Source: an optimization exercise on an open RTL-to-GDS flow (aim: a short achievable clock period and few clock cycles). Production flows keep margins and buffers that such runs may drop. In this exercise RTL edits were held to simulation tests only and were not proved equivalent to the original. Power is estimated from default activity; no workload was simulated.

==> design.v <==
`default_nettype none
package cpuPkg;
	localparam int DATA_WIDTH = 32;
	localparam int REG_ADDR_WIDTH = 5;
endpackage
`default_nettype wire
`timescale 1ns/1ps
`default_nettype none
module alu (
	input logic [31:0] a,
	input logic [31:0] b,
	input logic [4:0] sh,
	input logic sub,
	input logic selAdd,
	input logic selAnd,
	input logic selOr,
	input logic selXor,
	input logic selSlt,
	input logic selSltu,
	input logic selSll,
	input logic selSrl,
	input logic selSra,
	output logic [31:0] result
);
	logic [32:0] sum;
	logic slt, sltu;
	logic signed [32:0] rIn;
	logic [32:0] rOut;
	logic [31:0] lOut;
	assign sum = {1'b0, a} + {1'b0, b ^ {32{sub}}} + {32'd0, sub};
	assign sltu = ~sum[32];
	assign slt = (a[31] ^ b[31]) ? a[31] : sum[31];
	assign rIn = {selSra & b[31], b};
	assign rOut = rIn >>> sh;
	assign lOut = b << sh;
	assign result = ({32{selAdd}} & sum[31:0]) |
		({32{selAnd}} & (a & b)) |
		({32{selOr}} & (a | b)) |
		({32{selXor}} & (a ^ b)) |
		{31'd0, (selSlt & slt) | (selSltu & sltu)} |
		({32{selSll}} & lOut) |
		({32{selSrl | selSra}} & rOut[31:0]);
endmodule
`default_nettype wire
`timescale 1ns/1ps
`default_nettype none
module regFile (
	input logic clk,
	input logic [4:0] raddr1,
	input logic [4:0] raddr2,
	input logic wen,
	input logic [4:0] waddr,
	input logic [31:0] wdata,
	output logic [31:0] rdata1,
	output logic [31:0] rdata2
);
	logic [31:0] regs [1:31];
	always_ff @(posedge clk) begin
		if (wen && waddr != 5'd0)
			regs[waddr] <= wdata;
	end
	assign rdata1 = (raddr1 == 5'd0) ? 32'd0 : regs[raddr1];
	assign rdata2 = (raddr2 == 5'd0) ? 32'd0 : regs[raddr2];
endmodule
`default_nettype wire
`timescale 1ns/1ps
`default_nettype none
module instDecode (
	input logic [31:0] ins,
	output logic usesA,
	output logic usesB,
	output logic wr,
	output logic [4:0] dst,
	output logic isLw,
	output logic isSw,
	output logic isBr,
	output logic isBne,
	output logic isJr,
	output logic isJal,
	output logic sub,
	output logic selAdd,
	output logic selAnd,
	output logic selOr,
	output logic selXor,
	output logic selSlt,
	output logic selSltu,
	output logic selSll,
	output logic selSrl,
	output logic selSra,
	output logic shv,
	output logic aPc,
	output logic aZero,
	output logic bImm,
	output logic bZext,
	output logic bLui,
	output logic bEight
);
	logic [5:0] op, fn;
	logic nz;
	assign op = ins[31:26];
	assign fn = ins[5:0];
	assign nz = (ins != 32'd0);
	always_comb begin
		usesA = 1'b0;
		usesB = 1'b0;
		wr = 1'b0;
		dst = ins[20:16];
		isLw = 1'b0;
		isSw = 1'b0;
		isBr = 1'b0;
		isBne = 1'b0;
		isJr = 1'b0;
		isJal = 1'b0;
		sub = 1'b0;
		selAdd = 1'b0;
		selAnd = 1'b0;
		selOr = 1'b0;
		selXor = 1'b0;
		selSlt = 1'b0;
		selSltu = 1'b0;
		selSll = 1'b0;
		selSrl = 1'b0;
		selSra = 1'b0;
		shv = 1'b0;
		aPc = 1'b0;
		aZero = 1'b0;
		bImm = 1'b0;
		bZext = 1'b0;
		bLui = 1'b0;
		bEight = 1'b0;
		case (op)
			6'h00: begin
				dst = ins[15:11];
				case (fn)
					6'h00: begin wr = nz; usesB = 1'b1; selSll = 1'b1; end
					6'h02: begin wr = 1'b1; usesB = 1'b1; selSrl = 1'b1; end
					6'h03: begin wr = 1'b1; usesB = 1'b1; selSra = 1'b1; end
					6'h04: begin wr = 1'b1; usesA = 1'b1; usesB = 1'b1; shv = 1'b1; selSll = 1'b1; end
					6'h06: begin wr = 1'b1; usesA = 1'b1; usesB = 1'b1; shv = 1'b1; selSrl = 1'b1; end
					6'h07: begin wr = 1'b1; usesA = 1'b1; usesB = 1'b1; shv = 1'b1; selSra = 1'b1; end
					6'h08: begin usesA = 1'b1; isJr = 1'b1; end
					6'h20: begin wr = 1'b1; usesA = 1'b1; usesB = 1'b1; selAdd = 1'b1; end
					6'h22: begin wr = 1'b1; usesA = 1'b1; usesB = 1'b1; selAdd = 1'b1; sub = 1'b1; end
					6'h24: begin wr = 1'b1; usesA = 1'b1; usesB = 1'b1; selAnd = 1'b1; end
					6'h25: begin wr = 1'b1; usesA = 1'b1; usesB = 1'b1; selOr = 1'b1; end
					6'h26: begin wr = 1'b1; usesA = 1'b1; usesB = 1'b1; selXor = 1'b1; end
					6'h2a: begin wr = 1'b1; usesA = 1'b1; usesB = 1'b1; selSlt = 1'b1; sub = 1'b1; end
					6'h2b: begin wr = 1'b1; usesA = 1'b1; usesB = 1'b1; selSltu = 1'b1; sub = 1'b1; end
					default: ;
				endcase
			end
			6'h03: begin
				wr = 1'b1;
				dst = 5'd31;
				isJal = 1'b1;
				aPc = 1'b1;
				bEight = 1'b1;
				selAdd = 1'b1;
			end
			6'h04: begin isBr = 1'b1; usesA = 1'b1; usesB = 1'b1; end
			6'h05: begin isBr = 1'b1; isBne = 1'b1; usesA = 1'b1; usesB = 1'b1; end
			6'h09: begin wr = 1'b1; usesA = 1'b1; bImm = 1'b1; selAdd = 1'b1; end
			6'h0a: begin wr = 1'b1; usesA = 1'b1; bImm = 1'b1; selSlt = 1'b1; sub = 1'b1; end
			6'h0b: begin wr = 1'b1; usesA = 1'b1; bImm = 1'b1; selSltu = 1'b1; sub = 1'b1; end
			6'h0c: begin wr = 1'b1; usesA = 1'b1; bImm = 1'b1; bZext = 1'b1; selAnd = 1'b1; end
			6'h0d: begin wr = 1'b1; usesA = 1'b1; bImm = 1'b1; bZext = 1'b1; selOr = 1'b1; end
			6'h0e: begin wr = 1'b1; usesA = 1'b1; bImm = 1'b1; bZext = 1'b1; selXor = 1'b1; end
			6'h0f: begin wr = 1'b1; aZero = 1'b1; bLui = 1'b1; selAdd = 1'b1; end
			6'h23: begin wr = 1'b1; usesA = 1'b1; isLw = 1'b1; end
			6'h2b: begin usesA = 1'b1; usesB = 1'b1; isSw = 1'b1; end
			default: ;
		endcase
	end
endmodule
`default_nettype wire
`timescale 1ns/1ps
`default_nettype none
import cpuPkg::*;
module mipsCpu (
	input logic clk,
	input logic rst,
	output logic [DATA_WIDTH-1:0] pc,
	output logic instReqValid,
	input logic instReqReady,
	input logic [DATA_WIDTH-1:0] instruction,
	input logic instValid,
	output logic instReady,
	output logic [DATA_WIDTH-1:0] address,
	output logic memWrite,
	output logic memRead,
	output logic [DATA_WIDTH-1:0] writeData,
	input logic memReqReady,
	input logic [DATA_WIDTH-1:0] readData,
	input logic readDataValid,
	output logic readDataReady,
	output logic rfWen,
	output logic [REG_ADDR_WIDTH-1:0] rfWaddr,
	output logic [DATA_WIDTH-1:0] rfWdata,
	output logic [DATA_WIDTH-1:0] retirePc
);
	logic [31:0] fpc, lastLink;
	logic [3:0] btbV;
	logic [29:0] btbTag [4];
	logic [29:0] btbTgt [4];
	logic [3:0] btbRet;  
	logic [29:0] rqNext [4];  
	logic [1:0] btbRr;
	logic [29:0] rqPc4 [4];  
	logic [3:0] rqBtb;
	logic [1:0] rqHead, rqTail;
	logic q0Btb, q1Btb, q2Btb;
	logic reqV;
	logic [2:0] outst, drop;
	logic q0V, q1V, q2V;
	logic [31:0] q0Ins, q1Ins, q2Ins, q0Pc4, q1Pc4, q2Pc4, q0Pt, q1Pt, q2Pt;
	logic eV, eUsesA, eUsesB, eWr, eIsLw, eIsSw, eIsJr;
	logic eSub, eSelAdd, eSelAnd, eSelOr, eSelXor, eSelSlt, eSelSltu, eSelSll, eSelSrl, eSelSra, eShv;
	logic [4:0] eRs, eRt, eRd, eShamt;
	logic [31:0] eOpA, eOpB, eImm, eAltTgt, eNpc;
	logic eMisEq, eMisNe;
	logic byA, waitA, byB, waitB;
	logic [1:0] posA, posB;
	logic mV, mIsLw, wV, wIsLw, rV, rIsLw, rOk;
	logic [4:0] mRd, wRd, rRd;
	logic [31:0] mRes, wRes, rRes, mNpc, wNpc, rNpc;
	logic mq0Rd, mq0Wr, mq1Rd, mq1Wr;
	logic [31:0] mq0Addr, mq0Data, mq1Addr, mq1Data;
	logic [31:0] ldq [4];
	logic [1:0] ldqHead, ldqTail;
	logic [2:0] ldqCnt;
	logic ldqEmpty;
	assign ldqEmpty = (ldqCnt == 3'd0);
	logic [31:0] ldqData;
	assign ldqData = ldq[ldqHead];
	assign pc = fpc;
	assign instReqValid = reqV;
	assign instReady = 1'b1;
	assign readDataReady = 1'b1;
	assign memRead = mq0Rd;
	assign memWrite = mq0Wr;
	assign address = mq0Addr;
	assign writeData = mq0Data;
	assign rfWen = rOk;
	assign rfWaddr = rRd;
	assign rfWdata = rRes;
	assign retirePc = rNpc;
	logic stallR, stallE, advE;
	assign stallR = rV & ~rOk;
	assign stallE = eV & (waitA | waitB | ((eIsLw | eIsSw) & (mq1Rd | mq1Wr)));
	assign advE = ~stallR & ~stallE;
	logic dUsesA, dUsesB, dWr, dIsLw, dIsSw, dIsBr, dIsBne, dIsJr, dIsJal;
	logic dSub, dSelAdd, dSelAnd, dSelOr, dSelXor, dSelSlt, dSelSltu, dSelSll, dSelSrl, dSelSra, dShv;
	logic dAPc, dAZero, dBImm, dBZext, dBLui, dBEight;
	logic [4:0] dDst, dRs, dRt;
	logic [31:0] rfA, rfB, dRsVal, dRtVal, dOpA, dOpB, dSext, dPc4, dBtgt, dJtgt;
	logic dPredT, dOffNz;
	assign dOffNz = (q0Ins[15:0] != 16'd0);
	instDecode instDecode_i (
		.ins(q0Ins), .usesA(dUsesA), .usesB(dUsesB), .wr(dWr), .dst(dDst), .isLw(dIsLw),
		.isSw(dIsSw), .isBr(dIsBr), .isBne(dIsBne), .isJr(dIsJr), .isJal(dIsJal), .sub(dSub),
		.selAdd(dSelAdd), .selAnd(dSelAnd), .selOr(dSelOr), .selXor(dSelXor), .selSlt(dSelSlt),
		.selSltu(dSelSltu), .selSll(dSelSll), .selSrl(dSelSrl), .selSra(dSelSra), .shv(dShv),
		.aPc(dAPc), .aZero(dAZero), .bImm(dBImm), .bZext(dBZext), .bLui(dBLui), .bEight(dBEight)
	);
	assign dRs = q0Ins[25:21];
	assign dRt = q0Ins[20:16];
	regFile regFile_i (
		.clk(clk), .raddr1(dRs), .raddr2(dRt), .wen(rV & ~stallR), .waddr(rRd), .wdata(rRes),
		.rdata1(rfA), .rdata2(rfB)
	);
	logic dANz, dAHitE, dAHitM, dAHitW, dAHitR, dALate, dABy, dAWait;
	logic [1:0] dAPos;
	logic [31:0] dACap;
	assign dANz = dUsesA & (dRs != 5'd0);
	assign dAHitE = dANz & eV & eWr & (eRd == dRs);
	assign dAHitM = dANz & mV & (mRd == dRs);
	assign dAHitW = dANz & wV & (wRd == dRs);
	assign dAHitR = dANz & rV & (rRd == dRs);
	assign dACap = dAHitM ? mRes : dAHitW ? (wIsLw ? ldqData : wRes) : dAHitR ? rRes : rfA;
	assign dALate = ~dAHitM & dAHitW & wIsLw & ldqEmpty;
	assign dABy = dAHitE & ~eIsLw;
	assign dAWait = (dAHitE & eIsLw) | (~dAHitE & dAHitM & mIsLw) |
		(~dAHitE & dALate & ~readDataValid);
	assign dAPos = dAHitE ? 2'd0 : dAHitM ? 2'd1 : 2'd2;
	logic dBNz, dBHitE, dBHitM, dBHitW, dBHitR, dBLate, dBBy, dBWait;
	logic [1:0] dBPos;
	logic [31:0] dBCap;
	assign dBNz = dUsesB & (dRt != 5'd0);
	assign dBHitE = dBNz & eV & eWr & (eRd == dRt);
	assign dBHitM = dBNz & mV & (mRd == dRt);
	assign dBHitW = dBNz & wV & (wRd == dRt);
	assign dBHitR = dBNz & rV & (rRd == dRt);
	assign dBCap = dBHitM ? mRes : dBHitW ? (wIsLw ? ldqData : wRes) : dBHitR ? rRes : rfB;
	assign dBLate = ~dBHitM & dBHitW & wIsLw & ldqEmpty;
	assign dBBy = dBHitE & ~eIsLw;
	assign dBWait = (dBHitE & eIsLw) | (~dBHitE & dBHitM & mIsLw) |
		(~dBHitE & dBLate & ~readDataValid);
	assign dBPos = dBHitE ? 2'd0 : dBHitM ? 2'd1 : 2'd2;
	assign dSext = {{16{q0Ins[15]}}, q0Ins[15:0]};
	assign dOpA = dALate ? readData : dAPc ? q0Pc4 : dAZero ? 32'd0 : dACap;
	assign dOpB = dBLate ? readData : dBEight ? 32'd4 : dIsJr ? q0Pt : dBLui ? {q0Ins[15:0], 16'd0} :
		dBImm ? (dBZext ? {16'd0, q0Ins[15:0]} : dSext) : dBCap;
	assign dPc4 = q0Pc4;
	assign dBtgt = dPc4 + {dSext[29:0], 2'b00};
	assign dJtgt = {dPc4[31:28], q0Ins[25:0], 2'b00};
	assign dPredT = dIsBr & dOffNz & (q0Ins[15] | (dIsBne ^ (dRs == dRt)));
	logic [31:0] aFwd, bFwd, aluRes, agu;
	logic [4:0] shAmt;
	logic taken, mispredict, redirE;
	logic [31:0] tgtE;
	assign aFwd = byA ? mRes : eOpA;
	assign bFwd = byB ? mRes : eOpB;
	assign shAmt = eShv ? aFwd[4:0] : eShamt;
	alu alu_i (
		.a(aFwd), .b(bFwd), .sh(shAmt), .sub(eSub), .selAdd(eSelAdd), .selAnd(eSelAnd),
		.selOr(eSelOr), .selXor(eSelXor), .selSlt(eSelSlt), .selSltu(eSelSltu),
		.selSll(eSelSll), .selSrl(eSelSrl), .selSra(eSelSra), .result(aluRes)
	);
	assign agu = aFwd + eImm;
	assign taken = (aFwd == bFwd);
	assign mispredict = eV & (taken ? eMisEq : eMisNe);
	assign redirE = advE & mispredict;
	assign tgtE = eIsJr ? aFwd : eAltTgt;
	logic pushM;
	assign pushM = eV & advE & (eIsLw | eIsSw);
	logic reqAcc, inLive, inIsJ, inIsJr, inIsJal, redirD, inQ, deq;
	logic [31:0] rpc4, tgtI;
	logic [2:0] outstN;
	assign reqAcc = reqV & instReqReady;
	assign inLive = instValid & (drop == 3'd0);
	assign inIsJ = (instruction[31:27] == 5'b00001);  
	assign inIsJal = (instruction[31:26] == 6'h03);
	assign inIsJr = (instruction[31:26] == 6'h00) & (instruction[5:0] == 6'h08);
	logic inBtb;
	assign inBtb = rqBtb[rqHead];
	assign rpc4 = {rqPc4[rqHead], 2'b00};
	logic [3:0] btbHitV;
	logic btbHit;
	logic [29:0] btbT;
	always_comb begin
		btbT = 30'd0;
		for (int i = 0; i < 4; i++) begin
			btbHitV[i] = btbV[i] & (btbTag[i] == fpc[31:2]);
			btbT = btbT | ({30{btbHitV[i]}} & btbTgt[i]);
		end
	end
	assign btbHit = |btbHitV;
	logic retHit;
	assign retHit = |(btbHitV & btbRet);
	assign tgtI = inIsJr ? lastLink : {rpc4[31:28], instruction[25:0], 2'b00};
	logic redirI0, redirED;
	logic [2:0] dropI;
	logic dBtbBad;
	assign dBtbBad = q0Btb & ~dPredT & (q0Ins[31:27] != 5'b00001) & ~dIsJr;
	assign redirD = q0V & dBtbBad & advE;
	assign redirED = redirE | redirD;
	logic btbFill;
	assign btbFill = q0V & (dPredT | dIsJr) & ~q0Btb & advE;
	logic [31:0] fpc4, seqN, baseN, lowN, edN, fpcN, jTgtI;
	logic inJ, inJr;
	assign fpc4 = fpc + 32'd4;
	assign seqN = btbHit ? (retHit ? lastLink : {btbT, 2'b00}) : fpc4;
	assign baseN = reqAcc ? seqN : fpc;
	assign jTgtI = {rpc4[31:28], instruction[25:0], 2'b00};
	assign inJ = inLive & inIsJ;
	assign inJr = inLive & inIsJr;
	logic [31:0] tgtIw;
	logic inTake;
	assign tgtIw = inIsJ ? jTgtI : inIsJr ? lastLink : inBtgt;
	assign inTake = (inIsJ | ((inIsJr | inPredT) & ~inBtb)) & inLive;
	assign lowN = inTake ? tgtIw : baseN;
	assign edN = redirE ? tgtE : (dBtbBad ? dPc4 : dBtgt);
	assign fpcN = redirED ? edN : lowN;
	assign inQ = inLive;
	logic inIsBr, inPredT, inBr;
	logic [31:0] inBtgt;
	assign inIsBr = (instruction[31:27] == 5'b00010);
	assign inPredT = inIsBr & (instruction[15:0] != 16'd0) &
		(instruction[15] | (instruction[26] ^ (instruction[25:21] == instruction[20:16])));
	assign inBtgt = rpc4 + {{14{instruction[15]}}, instruction[15:0], 2'b00};
	assign inBr = inLive & inPredT & ~inBtb;
	assign redirI0 = inLive & (inIsJ | (inIsJr & ~inBtb)) | inBr;
	logic [31:0] inPt;
	assign inPt = inBtb ? {rqNext[rqHead], 2'b00} : lastLink;
	assign deq = q0V & advE;
	assign outstN = outst + {2'b0, reqAcc} - {2'b0, instValid};
	assign dropI = redirI0 ? outstN : (drop - {2'b0, instValid & (drop != 3'd0)});
	logic a0V, a1V, a2V;
	logic [31:0] a0Ins, a1Ins, a2Ins, a0Pc, a1Pc, a2Pc, a0Pt, a1Pt, a2Pt;
	logic a0Btb, a1Btb, a2Btb;
	logic [31:0] dPcm;
	assign dPcm = q0Pc4 - 32'd4;
	logic n0V, n1V, n2V;
	always_comb begin
		if (deq) begin
			{a0V, a0Ins, a0Pc, a0Pt, a0Btb} = {q1V, q1Ins, q1Pc4, q1Pt, q1Btb};
			{a1V, a1Ins, a1Pc, a1Pt, a1Btb} = {q2V, q2Ins, q2Pc4, q2Pt, q2Btb};
			{a2V, a2Ins, a2Pc, a2Pt, a2Btb} = {1'b0, q2Ins, q2Pc4, q2Pt, q2Btb};
		end else begin
			{a0V, a0Ins, a0Pc, a0Pt, a0Btb} = {q0V, q0Ins, q0Pc4, q0Pt, q0Btb};
			{a1V, a1Ins, a1Pc, a1Pt, a1Btb} = {q1V, q1Ins, q1Pc4, q1Pt, q1Btb};
			{a2V, a2Ins, a2Pc, a2Pt, a2Btb} = {q2V, q2Ins, q2Pc4, q2Pt, q2Btb};
		end
		n0V = a0V | inQ;
		n1V = a1V | (a0V & inQ);
		n2V = a2V | (a1V & inQ);
	end
	logic [2:0] qCnt, live, total;
	logic reqOkI, reqOkN;
	assign qCnt = {2'b0, q0V} + {2'b0, q1V} + {2'b0, q2V};
	assign live = outst - drop;
	assign total = qCnt + live;
	assign reqOkI = deq ? (qCnt <= 3'd2) : (qCnt <= 3'd1);
	always_comb begin
		case ({reqAcc, deq})
			2'b10: reqOkN = (total <= 3'd1);
			2'b01: reqOkN = (total <= 3'd3);
			default: reqOkN = (total <= 3'd2);
		endcase
	end
	always_ff @(posedge clk) begin
		if (rst) begin
			fpc <= 32'd0;
			rqHead <= 2'd0;
			rqTail <= 2'd0;
			btbV <= 4'd0;
			btbRr <= 2'd0;
			lastLink <= 32'd0;
			reqV <= 1'b1;
			outst <= 3'd0;
			drop <= 3'd0;
			q0V <= 1'b0;
			q1V <= 1'b0;
			q2V <= 1'b0;
		end else begin
			fpc <= fpcN;
			if (reqAcc) begin
				rqBtb[rqTail] <= btbHit;
				rqTail <= rqTail + 2'd1;
			end
			if (instValid)
				rqHead <= rqHead + 2'd1;
			if (btbFill) begin
				btbV[btbRr] <= 1'b1;
				btbRr <= btbRr + 2'd1;
			end
			if (inLive & inIsJal)  
				lastLink <= rpc4 + 32'd4;
			outst <= outstN;
			drop <= redirED ? outstN : dropI;
			reqV <= redirED | (redirI0 ? reqOkI : reqOkN);
			q0V <= n0V & ~redirED;
			q1V <= n1V & ~redirED;
			q2V <= n2V & ~redirED;
		end
		{q0Ins, q0Pc4, q0Pt, q0Btb} <= a0V ? {a0Ins, a0Pc, a0Pt, a0Btb} : {instruction, rpc4, inPt, inBtb};
		{q1Ins, q1Pc4, q1Pt, q1Btb} <= a1V ? {a1Ins, a1Pc, a1Pt, a1Btb} : {instruction, rpc4, inPt, inBtb};
		{q2Ins, q2Pc4, q2Pt, q2Btb} <= a2V ? {a2Ins, a2Pc, a2Pt, a2Btb} : {instruction, rpc4, inPt, inBtb};
		if (reqAcc)
			rqPc4[rqTail] <= fpc4[31:2];
			rqNext[rqTail] <= seqN[31:2];
		if (btbFill) begin
			btbTag[btbRr] <= dPcm[31:2];
			btbTgt[btbRr] <= dBtgt[31:2];
			btbRet[btbRr] <= dIsJr;
		end
	end
	always_ff @(posedge clk) begin
		if (rst) begin
			eV <= 1'b0;
			eMisEq <= 1'b0;
			eMisNe <= 1'b0;
			waitA <= 1'b0;
			waitB <= 1'b0;
		end else begin
			if (advE) begin
				eV <= q0V & ~redirE;
				eMisEq <= dIsBr & (dIsBne ? dPredT : (~dPredT & dOffNz));
				eMisNe <= dIsJr | (dIsBr & (dIsBne ? (~dPredT & dOffNz) : dPredT));
				byA <= dABy;
				waitA <= dAWait;
				posA <= dAPos;
				byB <= dBBy;
				waitB <= dBWait;
				posB <= dBPos;
			end else begin
				if (stallR) begin
					if (waitA & posA == 2'd2 & readDataValid) begin
						eOpA <= readData;
						waitA <= 1'b0;
					end
				end else if (byA) begin
					eOpA <= mRes;
					byA <= 1'b0;
				end else if (waitA) begin
					case (posA)
						2'd0: posA <= 2'd1;
						2'd1: begin
							if (!ldqEmpty) begin
								eOpA <= ldqData;
								waitA <= 1'b0;
							end else if (readDataValid) begin
								eOpA <= readData;
								waitA <= 1'b0;
							end else
								posA <= 2'd2;
						end
						default: begin
							eOpA <= rRes;
							waitA <= 1'b0;
						end
					endcase
				end
				if (stallR) begin
					if (waitB & posB == 2'd2 & readDataValid) begin
						eOpB <= readData;
						waitB <= 1'b0;
					end
				end else if (byB) begin
					eOpB <= mRes;
					byB <= 1'b0;
				end else if (waitB) begin
					case (posB)
						2'd0: posB <= 2'd1;
						2'd1: begin
							if (!ldqEmpty) begin
								eOpB <= ldqData;
								waitB <= 1'b0;
							end else if (readDataValid) begin
								eOpB <= readData;
								waitB <= 1'b0;
							end else
								posB <= 2'd2;
						end
						default: begin
							eOpB <= rRes;
							waitB <= 1'b0;
						end
					endcase
				end
			end
		end
		if (advE) begin
			eUsesA <= dUsesA;
			eUsesB <= dUsesB;
			eWr <= dWr;
			eIsLw <= dIsLw;
			eIsSw <= dIsSw;
			eIsJr <= dIsJr;
			eAltTgt <= dPredT ? dPc4 : dBtgt;
			eSub <= dSub;
			eSelAdd <= dSelAdd;
			eSelAnd <= dSelAnd;
			eSelOr <= dSelOr;
			eSelXor <= dSelXor;
			eSelSlt <= dSelSlt;
			eSelSltu <= dSelSltu;
			eSelSll <= dSelSll;
			eSelSrl <= dSelSrl;
			eSelSra <= dSelSra;
			eShv <= dShv;
			eRs <= dRs;
			eRt <= dRt;
			eRd <= dDst;
			eShamt <= q0Ins[10:6];
			eOpA <= dOpA;
			eOpB <= dOpB;
			eImm <= dSext;
			eNpc <= dIsJal ? dJtgt : dPc4;
		end
	end
	logic popM;
	assign popM = (mq0Rd | mq0Wr) & memReqReady;
	always_ff @(posedge clk) begin
		if (rst) begin
			mq0Rd <= 1'b0;
			mq0Wr <= 1'b0;
			mq1Rd <= 1'b0;
			mq1Wr <= 1'b0;
		end else begin
			if (popM) begin
				if (mq1Rd | mq1Wr) begin
					{mq0Rd, mq0Wr, mq0Addr, mq0Data} <= {mq1Rd, mq1Wr, mq1Addr, mq1Data};
				end else begin
					{mq0Rd, mq0Wr} <= {pushM & eIsLw, pushM & eIsSw};
					{mq0Addr, mq0Data} <= {agu[31:2], 2'b00, bFwd};
				end
				mq1Rd <= 1'b0;
				mq1Wr <= 1'b0;
			end else if (mq0Rd | mq0Wr) begin
				if (~(mq1Rd | mq1Wr)) begin
					{mq1Rd, mq1Wr} <= {pushM & eIsLw, pushM & eIsSw};
					{mq1Addr, mq1Data} <= {agu[31:2], 2'b00, bFwd};
				end
			end else begin
				{mq0Rd, mq0Wr} <= {pushM & eIsLw, pushM & eIsSw};
				{mq0Addr, mq0Data} <= {agu[31:2], 2'b00, bFwd};
			end
		end
	end
	logic wLoad, ldqPop, ldqPush;
	assign wLoad = wV & wIsLw;
	assign ldqPop = ~stallR & wLoad & ~ldqEmpty;
	assign ldqPush = readDataValid & ~stallR & ~(wLoad & ldqEmpty);
	always_ff @(posedge clk) begin
		if (rst) begin
			mV <= 1'b0;
			wV <= 1'b0;
			rV <= 1'b0;
			rOk <= 1'b0;
			ldqHead <= 2'd0;
			ldqTail <= 2'd0;
			ldqCnt <= 3'd0;
		end else begin
			if (!stallR) begin
				mV <= eV & advE & eWr;
				wV <= mV;
				rV <= wV;
				rOk <= wV & (~wIsLw | ~ldqEmpty | readDataValid);
			end else if (readDataValid)
				rOk <= 1'b1;
			if (ldqPush)
				ldqTail <= ldqTail + 2'd1;
			if (ldqPop)
				ldqHead <= ldqHead + 2'd1;
			ldqCnt <= ldqCnt + {2'b0, ldqPush} - {2'b0, ldqPop};
		end
		if (ldqPush)
			ldq[ldqTail] <= readData;
		if (!stallR) begin
			mRd <= eRd;
			mIsLw <= eIsLw;
			mRes <= aluRes;
			mNpc <= eNpc;
			wRd <= mRd;
			wIsLw <= mIsLw;
			wRes <= mRes;
			wNpc <= mNpc;
			rRd <= wRd;
			rIsLw <= wIsLw;
			rNpc <= wNpc;
			rRes <= ~wIsLw ? wRes : ~ldqEmpty ? ldqData : readData;
		end else if (readDataValid)
			rRes <= readData;
	end
endmodule
`default_nettype wire
==> flow/run.sh <==
#!/bin/bash
set -euo pipefail
bash standard.sh SETUP_SLACK_MARGIN=8 finish > make_finish.log 2>&1
==> standard.sh <==
#!/bin/bash
# synth_recipe.tcl (not shown) runs the flow's synth.tcl, then flattens the netlist and writes it again
# the make line also repeats each setting of config.mk as NAME=value (left out here)
make -C /OpenROAD-flow-scripts/flow DESIGN_CONFIG=/design/flow/config.mk WORK_HOME=/design/flow/orfs CLKGATE_MAP_FILE= SYNTH_SCRIPT=/design/flow/synth_recipe.tcl "${@:-finish}"
==> config.mk <==
export PLATFORM = sky130hd
export DESIGN_NAME = mipsCpu
export DESIGN_NICKNAME = mipsCpu
export VERILOG_FILES = /design/flow/design.v
export SDC_FILE = /design/flow/constraint.sdc
export NUM_CORES = 4
export LEC_CHECK = 0
export CAP_MARGIN = 20
export CORE_MARGIN = 2
export CORE_UTILIZATION = 40
export PLACE_DENSITY = 0.45
export SLEW_MARGIN = 20
==> constraint.sdc <==
create_clock -name core_clock -period 11.0 [get_ports {clk}]
set_input_delay 2.2000 -clock core_clock [delete_from_list [all_inputs] [get_ports {clk}]]
set_output_delay 2.2000 -clock core_clock [all_outputs]
set_load 0.01 [all_outputs]
==> out/metrics.yaml <==
clocking:
  tritoncts_num_sinks: 2500
  cts_tree: "done"
  cts.path.max_buffers: 4
  ctsHtreeMaxLevel: 5
  cts_made_buffers: 295
  clk_pin_slew_ns: 0.06
  worst_skew_pair_later_pin_latency_ns: 0.93
  cts.hold.buffers_added: 0
  cts_root_buf: "sky130_fd_sc_hd__clkbuf_16"
timing:
  final.min_clock_period_ns: 4.59
  report.final.setup_viol: 0
  share_of_the_clock_period_used_by_the_worst_path_after_layout: 0.418
  fin_tns_setup_ns: 0
  final_max_slew_viol_count: 0
  whs_ns: 0.415
  fmax_mhz: 218
  rsz0062_at_grt: "yes"
  timing_worst_slew_pin_value_ns: 1.30
  timing.clock.skew_ns: 0.0677
  hold_violations: 0
  max-slew-margin-rel: 0.135
synthesis:
  synth-main-ff-cell: "sky130_fd_sc_hd__edfxtp_1"
  synthCells: 8674
  synth-warning-count: 3
  synth.avg_cell_area_um2: 14.3
  synthArstFlopShare: 0
  synth.most_common_cell: "sky130_fd_sc_hd__edfxtp_1"
  post_synth_num_cell_types: 96
  postSynthRegisterBits: 2500
  number_of_synthesized_flops_with_an_enable_pin: 2384
  synthesis.area_um2: 124000
  yosys.area.top_type_share: 0.578
  synth_top_cells_by_area: "sky130_fd_sc_hd__edfxtp_1 58%, sky130_fd_sc_hd__mux4_2 12%, sky130_fd_sc_hd__mux2i_1 3.9%, sky130_fd_sc_hd__ha_1 2.1%, sky130_fd_sc_hd__a21oi_1 2.1%"
  synth_commonest_cells: "2384 x sky130_fd_sc_hd__edfxtp_1, 669 x sky130_fd_sc_hd__mux4_2, 628 x sky130_fd_sc_hd__nor2_1"
  synth_sequential_area_ratio: 0.597
  post_synthesis_cell_type_with_the_largest_combined_area: "sky130_fd_sc_hd__edfxtp_1"
critical_path:
  critPathMaxFanout: 4
  required_ns: 11.63
  startpoint_type: "register"
  crit_path_end_kind: "register"
  worstSetupPathType: "register to register"
  cp_data_arrival_time_ns: 5.23
global_routing:
  gr-usage-met1: 0.517
  initial_antenna_violation_count: 54
  grt.busiest_layer: "met2"
  global_route_overflow: 0
  grt_pass1_wl_um: 783000
  globalRouteTotalUtil: 0.366
  grt_max_degree: 72
  grt_use_met3: 0.0876
  gr-usage-met2: 0.539
  first_global_vias: 87600
placed_design:
  dp.final_hpwl_um: 349000
  dpl_cell_area_um2: 134000
  place_congestion: 0.948
  buffer_ports.inserted: 236
route:
  detail_route.vias_per_cell: 6.52
  drt_first_iter_violations: 14100
  detail_route.drc_violations: 0
  ant_nets: 0
  dr.pass1.iters: 8
  vias: 93500
  drt_wl_total_um: 594000
  routed_wire_length_per_instance_um: 41.5
die:
  io-pin-count: 241
  dieArea_um2: 314000
  die-width_um: 560
  initial_core_utilization: 0.401
  std_cell_rows: 204
  die_height_um: 560
  fp.coreArea_um2: 308000
finish:
  final_stage_net_count: 10200
  finalInstanceArea_um2: 164000
  flow.area_growth_from_synthesis_pct: 32.5
  drive_gt1_frac: 0.385
  final_core_util: 0.532
flow_run:
  max_cap_violations: 0
power_and_ir_drop:
  power_leakage_nw: 58.2
  total_power_mw: 30.3
  worst_ir_drop_vdd_mv: 0.138
  power-per-cell-area_nw_per_um2: 185
run_status:
  outcome: "complete, no violations"
worst_hold_path:
  min-delay-path-class: "register to register"
[placed cells by master, fill, tap and decap left out, drive strengths merged, types with 53 or more instances in the layout]
master,instances
ha,209
a22o,189
a22oi,117
o221ai,67
clkinv,103
nor2,633
a21o,53
xnor2,284
nor3,63
a211oi,145
buf,1450
mux2i,482
xor2,97
clkbuf,405
nand3,121
edfxtp,2384
nand2,559
dfxtp,116
mux4,669
inv,192
mux2,66
a21oi,510
nand4,68
o21ai,371
[kinds of logic after synthesis]
kind of cell,share of synthesized area
other,0.0000607
muxes,0.167
and+or+nand+nor,0.0613
buffers and inverters,0.0261
adders and majority gates,0.0224
DFF,0.597
AOI/OAI and AO/OA,0.0992
xor gates and xnor gates,0.0270
[per-layer routing]
layer  share of wire  routed length (um)  vias up
li1                -                   -    37100
met3            0.11               63700     1143
met1            0.41              242000    49400
met2            0.43              258000     5765
met5         0.00034                 205        -
met4           0.051               30400       30
[critical path, stage by stage (launching register included)]
cell	delay [ns]
sky130_fd_sc_hd__edfxtp_1	0.45
sky130_fd_sc_hd__buf_4	0.18
sky130_fd_sc_hd__buf_12	0.14
sky130_fd_sc_hd__buf_16	0.15
sky130_fd_sc_hd__mux2i_4	0.20
sky130_fd_sc_hd__xnor2_2	0.19
sky130_fd_sc_hd__fa_2	0.41
sky130_fd_sc_hd__a21o_1	0.20
sky130_fd_sc_hd__a21oi_4	0.21
sky130_fd_sc_hd__o21ai_2	0.09
sky130_fd_sc_hd__a211o_4	0.36
sky130_fd_sc_hd__o311a_4	0.34
sky130_fd_sc_hd__o21ai_4	0.17
sky130_fd_sc_hd__a21oi_4	0.12
sky130_fd_sc_hd__a221o_1	0.41
sky130_fd_sc_hd__nor4b_2	0.18
sky130_fd_sc_hd__or4b_4	0.50
[final timing paths]
kind / from / end / slack, ns / depth (start not counted)
hold reg to reg: eNpc[13] / mNpc[13] / 0.42 / 0
setup / recovery: byB / mRes[30] / 6.41 / 16
hold / removal: eNpc[13] / mNpc[13] / 0.42 / 0
setup reg to reg: byB / mRes[30] / 6.41 / 16
[timing repair]
action	CTS	global route
pin swaps	328	291
setup endpoints to repair	2468	1192
buffers inserted	640	255
cloned	145	20
resized for setup	2426	490
[registers in the layout, indices dropped and copies added (netlist names), 32 cells and up, named ones only]
name	flops
mq1Addr	32
btbTgt	120
mq1Data	32
eOpA	32
q1Ins	32
btbTag	120
eOpB	32
rRes	32
rqNext	120
fpc	32
ldq	128
q0Ins	32
q2Ins	32
regFile_i.regs	992
mRes	32
mq0Data	32
mq0Addr	32
wRes	32
rqPc4	120
[cell type report]
type                            count  area [um^2]
Inverter                          189          790
Sequential cell                  2500        74000
Clock inverter                    143         1390
Tap cell                         4120         5150
Antenna cell                       26         65.1
Multi-Input combinational cell   5404        55700
Timing Repair inverter              1         8.76
Clock buffer                      383         7930
Timing Repair Buffer             1570        19000
Fill cell                       25700       144000
[stage by stage]
| stage | cells | worst slack [ns] |
|---|---|---|
| final | 14300 | 6.41 |
| after floorplan | 8676 | 6.44 |
| after CTS | 14000 | 6.32 |
| after detailed placement | 12700 | 4.13 |
| after global routing | 14300 | 6.36 |
| after global placement | 12700 | 3.70 |
[power breakdown]
group,leakage [nW],internal [mW],total [mW],switching (mW)
combinational,29.4,3.32,8.43,5.11
sequential,24.2,11.7,12.2,0.496
clock,4.52,5.52,9.72,4.20
total,58.2,20.5,30.3,9.81
Testbench counts, summed over its fixed seeds: cycles 11,330.

## static timing again, ports no longer ideal
No port has a modelled driver above. Below, the same layout with a new extraction and two added sets of constraints. Step 1: set_driving_cell puts a clkbuf_16 on clk and a buf_2 on each other input, an assumption about the parent block. Step 2 moves the port delays by t, midway between the first and last clock arrival at a register: inputs arrive t later, outputs are due t later. That takes back most of the time a late clock gives input paths. Slacks: ideal ports / drivers / drivers and shift; pairs: ideal ports / drivers.
shift t [ns]: 1.003
setup WS [ns]: 6.406 / 6.406 / 5.759
slew at the worst register clock pin (ns): 0.07 / 0.07
worst data-port slew with drivers (ns): 0.23
After both steps setup and hold are still met in this run. For this run, drivers alone change the setup slack by 0.000 ns; drivers and shift together by -0.647 ns.
